This design comes from an exercise in tuning for small area, a short achievable clock period and few clock cycles per item on the open sky130 flow, not from production work.
In this exercise RTL edits were held to simulation tests only and were not proved equivalent to the original.
Power and IR drop assume default switching activity.

<file path="flow/run.sh">
#!/bin/bash
# synth_recipe.tcl (not shown) runs the flow's synth.tcl, then flattens the netlist and writes it again
# the make line also repeats each setting of config.mk as NAME=value (left out here)
make -C /OpenROAD-flow-scripts/flow DESIGN_CONFIG=/design/flow/config.mk WORK_HOME=/design/flow/orfs CLKGATE_MAP_FILE= SYNTH_SCRIPT=/design/flow/synth_recipe.tcl finish
</file>
<file path="flow/config.mk">
export PLATFORM = sky130hd
export DESIGN_NAME = per_sensor_window_average_threshold_top
export DESIGN_NICKNAME = per_sensor_window_average_threshold_top
export VERILOG_FILES = /design/flow/design.v
export SDC_FILE = /design/flow/constraint.sdc
export NUM_CORES = 4
export LEC_CHECK = 0
export CAP_MARGIN = 20
export CORE_MARGIN = 2
export CORE_UTILIZATION = 40
export SLEW_MARGIN = 20
</file>
<file path="flow/constraint.sdc">
create_clock -name core_clock -period 7.0 [get_ports {aclk}]
set_input_delay 1.4000 -clock core_clock [delete_from_list [all_inputs] [get_ports {aclk}]]
set_output_delay 1.4000 -clock core_clock [all_outputs]
set_load 0.01 [all_outputs]
</file>
<file path="flow/design.v">
package psw_pkg;
    localparam int NUM_SENSORS_DEF = 16;
    localparam int WINDOW_LEN_DEF  = 6;
    localparam int SAMPLE_W = 16;
    localparam int SENSOR_W = 4;
    localparam int APB_ADDR_W = 3;
    localparam int APB_DATA_W = 32;
    localparam int REG_IDX_W  = APB_ADDR_W - 2;
    localparam logic [REG_IDX_W-1:0] REG_LEVEL_THRESHOLD = '0;
    localparam logic [SAMPLE_W-1:0]  THRESHOLD_RESET     = 16'd3840;
    localparam logic KIND_AVG    = 1'b0;
    localparam logic KIND_SAMPLE = 1'b1;
    typedef enum logic [2:0] {
        ST_IDLE,
        ST_WRITE,
        ST_SUM,
        ST_DIV,
        ST_AVG,
        ST_RD,
        ST_OUT
    } psw_state_t;
    typedef struct packed {
        logic s_ready;
        logic mem_we;
        logic sum_run;
        logic div_start;
        logic load_avg;
        logic load_win;
    } psw_ctrl_t;
endpackage
module psw_div #(
    parameter int DIVIDEND_W = 19,
    parameter int DIVISOR_W  = 3
) (
    input  logic                  aclk,
    input  logic                  aresetn,
    input  logic                  start,
    input  logic [DIVIDEND_W-1:0] dividend,
    input  logic [DIVISOR_W-1:0]  divisor,
    output logic                  done,
    output logic [DIVIDEND_W-1:0] quotient
);
    localparam int STEP_W = $clog2(DIVIDEND_W + 1);
    logic                  busy_reg;
    logic                  done_reg;
    logic [STEP_W-1:0]     step_reg;
    logic [DIVISOR_W-1:0]  rem_reg;
    logic [DIVIDEND_W-1:0] quo_reg;
    logic [DIVISOR_W:0]    trial;
    logic [DIVISOR_W:0]    diff;
    logic                  ge;
    logic [DIVISOR_W-1:0]  rem_next;
    assign trial    = {rem_reg, quo_reg[DIVIDEND_W-1]};
    assign ge       = (trial >= {1'b0, divisor});
    assign diff     = trial - {1'b0, divisor};
    assign rem_next = ge ? diff[DIVISOR_W-1:0] : trial[DIVISOR_W-1:0];
    always_ff @(posedge aclk) begin
        if (!aresetn) begin
            busy_reg <= 1'b0;
            done_reg <= 1'b0;
            step_reg <= '0;
        end else begin
            done_reg <= 1'b0;
            if (start) begin
                busy_reg <= 1'b1;
                step_reg <= STEP_W'(DIVIDEND_W);
            end else if (busy_reg) begin
                step_reg <= step_reg - 1'b1;
                if (step_reg == STEP_W'(1)) begin
                    busy_reg <= 1'b0;
                    done_reg <= 1'b1;
                end
            end
        end
    end
    always_ff @(posedge aclk) begin
        if (start) begin
            rem_reg <= '0;
            quo_reg <= dividend;
        end else if (busy_reg) begin
            rem_reg <= rem_next;
            quo_reg <= {quo_reg[DIVIDEND_W-2:0], ge};
        end
    end
    assign done     = done_reg;
    assign quotient = quo_reg;
endmodule
module per_sensor_window_average_threshold_top #(
    parameter int NUM_SENSORS = psw_pkg::NUM_SENSORS_DEF,
    parameter int WINDOW_LEN  = psw_pkg::WINDOW_LEN_DEF
) (
    input  logic                            aclk,
    input  logic                            aresetn,
    input  logic                            s_valid,
    output logic                            s_ready,
    input  logic [psw_pkg::SENSOR_W-1:0]    s_sensor_id,
    input  logic [psw_pkg::SAMPLE_W-1:0]    s_sample,
    output logic                            m_valid,
    input  logic                            m_ready,
    output logic [psw_pkg::SENSOR_W-1:0]    m_report_sensor,
    output logic                            m_report_kind,
    output logic [psw_pkg::SAMPLE_W-1:0]    m_value,
    output logic                            m_last,
    input  logic                            psel,
    input  logic                            penable,
    input  logic                            pwrite,
    input  logic [psw_pkg::APB_ADDR_W-1:0]  paddr,
    input  logic [psw_pkg::APB_DATA_W-1:0]  pwdata,
    output logic [psw_pkg::APB_DATA_W-1:0]  prdata,
    output logic                            pready
);
    localparam int SAMPLE_W = psw_pkg::SAMPLE_W;
    localparam int SENSOR_W = psw_pkg::SENSOR_W;
    localparam int SID_W    = (NUM_SENSORS > 1) ? $clog2(NUM_SENSORS) : 1;
    localparam int SLOT_W   = $clog2(WINDOW_LEN);
    localparam int CNT_W    = $clog2(WINDOW_LEN + 1);
    localparam int DEPTH    = NUM_SENSORS * WINDOW_LEN;
    localparam int ADDR_W   = $clog2(DEPTH);
    localparam int SUM_W    = SAMPLE_W + $clog2(WINDOW_LEN);
    logic [SAMPLE_W-1:0] thr_reg;
    logic                cfg_sel;
    logic                cfg_wr;
    assign pready  = 1'b1;
    assign cfg_sel = (paddr[psw_pkg::APB_ADDR_W-1:2] == psw_pkg::REG_LEVEL_THRESHOLD);
    assign cfg_wr  = psel && penable && pwrite && pready && cfg_sel;
    assign prdata  = cfg_sel ? psw_pkg::APB_DATA_W'(thr_reg) : '0;
    always_ff @(posedge aclk) begin
        if (!aresetn) begin
            thr_reg <= psw_pkg::THRESHOLD_RESET;
        end else if (cfg_wr) begin
            thr_reg <= pwdata[SAMPLE_W-1:0];
        end
    end
    logic [CNT_W-1:0]  fill_reg [NUM_SENSORS];
    logic [SLOT_W-1:0] head_reg [NUM_SENSORS];
    psw_pkg::psw_state_t state_reg, state_next;
    psw_pkg::psw_ctrl_t  ctrl;
    logic [SID_W-1:0]    in_sid;
    logic                id_ok;
    logic                take;
    logic [CNT_W-1:0]    old_cnt;
    logic [SLOT_W-1:0]   old_head;
    logic                not_full;
    logic [SLOT_W-1:0]   head_inc;
    logic [CNT_W-1:0]    new_cnt;
    logic [SLOT_W-1:0]   new_head;
    logic [SLOT_W-1:0]   in_wr_slot;
    logic [ADDR_W-1:0]   in_base;
    assign in_sid     = SID_W'(s_sensor_id);
    assign id_ok      = (32'(s_sensor_id) < NUM_SENSORS);
    assign take       = s_valid && ctrl.s_ready && id_ok;
    assign old_cnt    = fill_reg[in_sid];
    assign old_head   = head_reg[in_sid];
    assign not_full   = (old_cnt < CNT_W'(WINDOW_LEN));
    assign head_inc   = (old_head == SLOT_W'(WINDOW_LEN - 1)) ? '0 : old_head + 1'b1;
    assign new_cnt    = not_full ? old_cnt + 1'b1 : old_cnt;
    assign new_head   = not_full ? '0 : head_inc;
    assign in_wr_slot = not_full ? SLOT_W'(old_cnt) : old_head;
    assign in_base    = ADDR_W'(in_sid) * ADDR_W'(WINDOW_LEN);
    always_ff @(posedge aclk) begin
        if (!aresetn) begin
            for (int i = 0; i < NUM_SENSORS; i++) begin
                fill_reg[i] <= '0;
                head_reg[i] <= '0;
            end
        end else if (take) begin
            fill_reg[in_sid] <= new_cnt;
            head_reg[in_sid] <= new_head;
        end
    end
    logic [SENSOR_W-1:0] sensor_reg;
    logic [SAMPLE_W-1:0] sample_reg;
    logic [ADDR_W-1:0]   base_reg;
    logic [SLOT_W-1:0]   wr_slot_reg;
    logic [SLOT_W-1:0]   oldest_reg;
    logic [CNT_W-1:0]    cnt_reg;
    logic [CNT_W-1:0]    idx_reg;
    logic                rd_pend_reg;
    logic [SUM_W-1:0]    sum_reg;
    logic [SAMPLE_W-1:0] rdata_reg;
    logic [SAMPLE_W-1:0] window_mem [DEPTH];
    logic [SLOT_W:0]     rd_sum;
    logic [SLOT_W-1:0]   rd_slot;
    logic [ADDR_W-1:0]   rd_addr;
    logic [ADDR_W-1:0]   wr_addr;
    logic                issue;
    logic                out_free;
    logic                win_last;
    assign rd_sum  = {1'b0, oldest_reg} + (SLOT_W + 1)'(idx_reg);
    assign rd_slot = (rd_sum >= (SLOT_W + 1)'(WINDOW_LEN)) ?
                     SLOT_W'(rd_sum - (SLOT_W + 1)'(WINDOW_LEN)) : SLOT_W'(rd_sum);
    assign rd_addr = base_reg + ADDR_W'(rd_slot);
    assign wr_addr = base_reg + ADDR_W'(wr_slot_reg);
    assign issue    = (idx_reg < cnt_reg);
    assign out_free = !m_valid || m_ready;
    assign win_last = ((idx_reg + 1'b1) == cnt_reg);
    always_ff @(posedge aclk) begin
        if (ctrl.mem_we) begin
            window_mem[wr_addr] <= sample_reg;
        end
        rdata_reg <= window_mem[rd_addr];
    end
    always_ff @(posedge aclk) begin
        if (take) begin
            sensor_reg  <= s_sensor_id;
            sample_reg  <= s_sample;
            base_reg    <= in_base;
            wr_slot_reg <= in_wr_slot;
            oldest_reg  <= new_head;
            cnt_reg     <= new_cnt;
        end
    end
    always_ff @(posedge aclk) begin
        if (!aresetn) begin
            idx_reg     <= '0;
            rd_pend_reg <= 1'b0;
        end else begin
            if (take || ctrl.div_start) begin
                idx_reg <= '0;
            end else if ((ctrl.sum_run && issue) || ctrl.load_win) begin
                idx_reg <= idx_reg + 1'b1;
            end
            rd_pend_reg <= ctrl.sum_run && issue;
        end
    end
    always_ff @(posedge aclk) begin
        if (take) begin
            sum_reg <= '0;
        end else if (ctrl.sum_run && rd_pend_reg) begin
            sum_reg <= sum_reg + SUM_W'(rdata_reg);
        end
    end
    logic             div_done;
    logic [SUM_W-1:0] div_quo;
    logic             below;
    psw_div #(
        .DIVIDEND_W (SUM_W),
        .DIVISOR_W  (CNT_W)
    ) u_div (
        .aclk     (aclk),
        .aresetn  (aresetn),
        .start    (ctrl.div_start),
        .dividend (sum_reg),
        .divisor  (cnt_reg),
        .done     (div_done),
        .quotient (div_quo)
    );
    assign below = (div_quo < SUM_W'(thr_reg));
    always_ff @(posedge aclk) begin
        if (!aresetn) begin
            state_reg <= psw_pkg::ST_IDLE;
        end else begin
            state_reg <= state_next;
        end
    end
    always_comb begin
        state_next = state_reg;
        case (state_reg)
            psw_pkg::ST_IDLE: begin
                if (take) begin
                    state_next = psw_pkg::ST_WRITE;
                end
            end
            psw_pkg::ST_WRITE: begin
                state_next = psw_pkg::ST_SUM;
            end
            psw_pkg::ST_SUM: begin
                if (!issue && !rd_pend_reg) begin
                    state_next = psw_pkg::ST_DIV;
                end
            end
            psw_pkg::ST_DIV: begin
                if (div_done) begin
                    state_next = below ? psw_pkg::ST_AVG : psw_pkg::ST_RD;
                end
            end
            psw_pkg::ST_AVG: begin
                if (out_free) begin
                    state_next = psw_pkg::ST_IDLE;
                end
            end
            psw_pkg::ST_RD: begin
                state_next = psw_pkg::ST_OUT;
            end
            psw_pkg::ST_OUT: begin
                if (out_free) begin
                    state_next = win_last ? psw_pkg::ST_IDLE : psw_pkg::ST_RD;
                end
            end
            default: begin
                state_next = psw_pkg::ST_IDLE;
            end
        endcase
    end
    always_comb begin
        ctrl = '0;
        case (state_reg)
            psw_pkg::ST_IDLE: begin
                ctrl.s_ready = 1'b1;
            end
            psw_pkg::ST_WRITE: begin
                ctrl.mem_we = 1'b1;
            end
            psw_pkg::ST_SUM: begin
                ctrl.sum_run   = 1'b1;
                ctrl.div_start = !issue && !rd_pend_reg;
            end
            psw_pkg::ST_AVG: begin
                ctrl.load_avg = out_free;
            end
            psw_pkg::ST_OUT: begin
                ctrl.load_win = out_free;
            end
            default: begin
                ctrl = '0;
            end
        endcase
    end
    assign s_ready = ctrl.s_ready;
    logic                m_valid_reg;
    logic [SENSOR_W-1:0] m_sensor_reg;
    logic                m_kind_reg;
    logic [SAMPLE_W-1:0] m_value_reg;
    logic                m_last_reg;
    always_ff @(posedge aclk) begin
        if (!aresetn) begin
            m_valid_reg <= 1'b0;
        end else if (ctrl.load_avg || ctrl.load_win) begin
            m_valid_reg <= 1'b1;
        end else if (m_ready) begin
            m_valid_reg <= 1'b0;
        end
    end
    always_ff @(posedge aclk) begin
        if (ctrl.load_avg) begin
            m_sensor_reg <= sensor_reg;
            m_kind_reg   <= psw_pkg::KIND_AVG;
            m_value_reg  <= SAMPLE_W'(div_quo);
            m_last_reg   <= 1'b1;
        end else if (ctrl.load_win) begin
            m_sensor_reg <= sensor_reg;
            m_kind_reg   <= psw_pkg::KIND_SAMPLE;
            m_value_reg  <= rdata_reg;
            m_last_reg   <= win_last;
        end
    end
    assign m_valid         = m_valid_reg;
    assign m_report_sensor = m_sensor_reg;
    assign m_report_kind   = m_kind_reg;
    assign m_value         = m_value_reg;
    assign m_last          = m_last_reg;
endmodule
</file>
==> summary.md <==
| Metric | Value |
|---|---|
| Status | `finished clean` |
| Area leader, netlist | `edfxtp_1` |
| Worst-skew pair later-pin latency | `810 ps` |
| Element type at the critical path end | `flip-flop` |
| Slew Limit Fails | `0` |
| Residual DRC | `0` |
| Routed vias | `34,200` |
| Share of synthesized registers carrying an async set or reset | `0%` |
| Worst-path cell chain | `ha_4 -> inv_1 -> fa_1 -> xnor2_1 -> nor2_1 -> mux2_2 -> ha_4 -> fa_4 -> xor2_4 -> buf_4 -> mux4_2 -> a211oi_1 -> nor3_1` |
| FILL cells | `14,700` |
| Worst path required time | `7630 ps` |
| DR WL met3 | `10,500 µm` |
| Initial Utilization | `about 40%` |
| Core ar. | `0.176 mm²` |
| Routed wire length | `165,000 µm` |
| Max IR drop VDD | `0.000311 V` |
| Max cap viols | `0` |
| Worst stage delay on the critical path | `930 ps` |
| Post-route ant nets | `0` |
| Netlist Area Pre-Place | `0.0705 mm²` |
| H-tree levels | `4` |
| Clock Sinks | `1,776` |
| Cell family with most CP delay | `adder cells` |
| Die Width | `424 µm` |
| FF/Latch Area | `0.0526 mm²` |
| Met1 WL | `a little over 70,000 µm` |
| Post-synth top area share | `72.6%` |
| Commonest cells after routing, fill and taps aside | `edfxtp_1, mux4_2, nand2_1, nor2_1, clkbuf_16` |
| Gpl congestion | `0.880` |
| F_max | `185 MHz` |
| DRT Pass-1 Iters | `5` |
| Hold Vio Cnt, Final | `0` |
| Crit-path most repeated cell | `ha_4` |
| Relative slew slack | `23.2%` |
| Max clock buf depth | `3` |
| Most common cell after layout, fill and taps aside | `edfxtp_1` |
| Placed insts | `5,898` |
| Minimum clock period | `5390 ps` |
| Post-synth top flop | `edfxtp_1` |
| Worst slew pin tran | `1150 ps` |
| Hold Path Depth | `0` |
| Pwr dens | `399 mW/mm²` |
| CP max FO | `13` |
| First-pass GRT wire length | `241,000 µm` |
| Cell variety after synth | `71` |
| CTS tree | `yes` |
| Nets@finish | `3,870` |
| Hold_buf cts | `0` |
| Worst min-delay path category | `flip-flop to flip-flop` |
| IO Port Bufs | `83` |
| EDFF count, synth | `approximately 1,700` |
| Row count | `between 150 and 200` |
| Unrepaired setup endpoints after global routing | `false` |
| TNS Setup | `0 ps` |
| Sequential-to-total area share from yosys stat | `74.7%` |
| Ranking of synthesized cells by area | `edfxtp_1, mux4_2, dfxtp_1, nand2_1, nor2_1` |
| Die H | `about 420 µm` |
| Post-Layout Cell Count | `~6,200` |
| Post-Synthesis Cells | `3,496` |
| Initial antenna violation count | `3` |
| Hold Slack | `around 420 ps` |
| CTS Root Buffer Type | `clkbuf_16` |
| Total I/O pin count | `119` |
| Clock skew | `40.0 ps` |
| Leakage | `25.7 nW` |
| Uppermost layer routed | `met4` |
| Max reg flops | `1,536` |
| Arrival time worst endpoint | `between 6000 and 7000 ps` |
| Worst reg2reg path depth | `13` |
| Total global-route track usage | `18.3%` |
| # resized after CTS | `0` |
| Clk slew on worst S/H paths | `roughly 60 ps` |
| Share of cells above drive strength 1 | `24.4%` |
| Detailed placement HPWL | `96,300 µm` |
| Area grow syn2layout | `14.2%` |
| Kind of critical path | `flip-flop to flip-flop` |
| Postcts setup bufs | `0` |
| Largest net degree at the start of global routing | `97` |
| Yosys warns | `2` |
| Gr ovfl total | `0` |
| Routed vias/inst | `5.48` |
| Initial DRC Count | `around 3,600` |
| Synth Register Bits | `about 1,800` |
| Worst path slowest cell | `a211oi_1` |
| Die ar. | `0.180 mm²` |
| Tcrit/Tclk final | `77.0%` |
| CTS Buf Count | `180` |
| Crit start category | `flip-flop` |
| WL met2 | `78,500 µm` |
| Synthesized area per cell | `20.2 µm²` |
| Vias in the first global route | `roughly 35,000` |
| Buffers plus inverters on the worst setup path | `2` |
| Worst path depth | `13` |
| Area taken by multi-input logic gates | `0.0169 mm²` |
| Drt wl/cell | `between 20 and 30 µm` |
| Endpoints failing setup | `0` |
[power by group]
part | switching [mW] | internal, mW
Sequential | 0.287 | 12.5
Combinational | 5.79 | 4.39
Clock | 4.05 | 5.08
[logic make-up after synthesis]
group,after synthesis,share of synthesized area [%]
flops,1776,74.7
xor+xnor,28,0.369
simple gates,608,3.81
fa+ha+maj,64,1.20
mux,546,16.2
compound gates,227,2.12
buf+inv,245,1.61
other cells,2,0.0107
[worst register-to-register path: cells and delay by family (launching register included)]
| kind | cells | cell delay (ps) |
|---|---|---|
| compound gates | 1 | 930 |
| xor+xnor | 2 | 1070 |
| fa+ha+maj | 4 | 1250 |
| buf+inv | 2 | 490 |
| flops | 1 | 400 |
| mux | 2 | 840 |
| simple gates | 2 | 230 |
[final cells by class]
class | count | share of cell area (%)
clock inverter | 107 | 1.07
tap | 2340 | 3.64
sequential | 1776 | 65.4
timing repair buffer | 248 | 2.79
antenna | 2 | 0.00622
inverter | 48 | 0.225
clock buffer | 225 | 5.88
multi-input combinational | 1490 | 21.0
[cells in the mapped netlist, types with 7 or more instances]
cell / number
a31oi_1: 7
nor2_1: 224
mux4_2: 466
a221oi_1: 10
nor2b_1: 23
and3_1: 17
o21ai_0: 24
buf_2: 45
mux2i_1: 54
buf_4: 25
mux4_1: 7
nand4b_1: 8
o211ai_1: 21
ha_1: 58
dfxtp_1: 71
nor3_1: 24
o21ai_1: 9
inv_1: 39
a22oi_1: 16
nand3_1: 24
a32oi_1: 10
and2_1: 11
xor2_1: 9
nor2_2: 16
a211oi_1: 20
inv_2: 7
xnor2_1: 17
clkbuf_1: 96
nand2_1: 227
buf_1: 25
edfxtp_1: 1705
a21o_1: 19
a21oi_1: 64
mux2_2: 19
[through the flow]
stage                     utilization (%)  power (mW)  instance area [µm²]  setup slack, ps
after CTS                            45.8        32.4                80400             1710
final                                45.8        32.1                80500             1610
after detailed placement             42.6        23.3                74800             1730
after global placement               42.6        23.2                74800             1700
after global routing                 45.8        33.3                80500             1400
after floorplan                         -        19.7                70500             2870
[worst paths after layout]
kind                                              start                         to  slack [ps]
worst max register to register  idx_reg[0]$_SDFFE_PP0P_       rdata_reg[9]$_DFF_P_        1610
worst max-delay path            idx_reg[0]$_SDFFE_PP0P_       rdata_reg[9]$_DFF_P_        1610
worst min register to register  sensor_reg[1]$_DFFE_PP_  m_sensor_reg[1]$_DFFE_PP_         420
worst min-delay path            sensor_reg[1]$_DFFE_PP_  m_sensor_reg[1]$_DFFE_PP_         420
[layer usage]
layer,vias up,GRT usage (%)
met2,1143,28.9
met4,0,5.56
met3,215,2.97
li1,14800,-
met5,-,0
met1,18100,26.3
Testbench counts, summed over its fixed seeds: cycles 106,972, items 3,200.

afterwards: timing with drivers on the ports:
The flow's constraints put no driver on any port. The routed layout listed below was extracted and timed again, unchanged, in two steps. Step 1 sets driving cells, clkbuf_16 on the clock port and buf_2 on the other inputs (assumed; they add their load-dependent delay and slew). Step 2 moves the port delays by t, midway between the first and last clock arrival at a register: inputs arrive t later, outputs are due t later. That takes back most of the time a late clock gives input paths. Slacks: no drivers / after step 1 / after step 2; pairs: no drivers / after step 1.
t (ns): 0.880
slack for setup (ns): 1.607 / 1.607 / 1.607
worst setup path at the end: register to register
After both steps setup and hold are still met in this run. For this run, drivers alone change the setup slack by 0.000 ns; drivers and shift together by 0.000 ns.
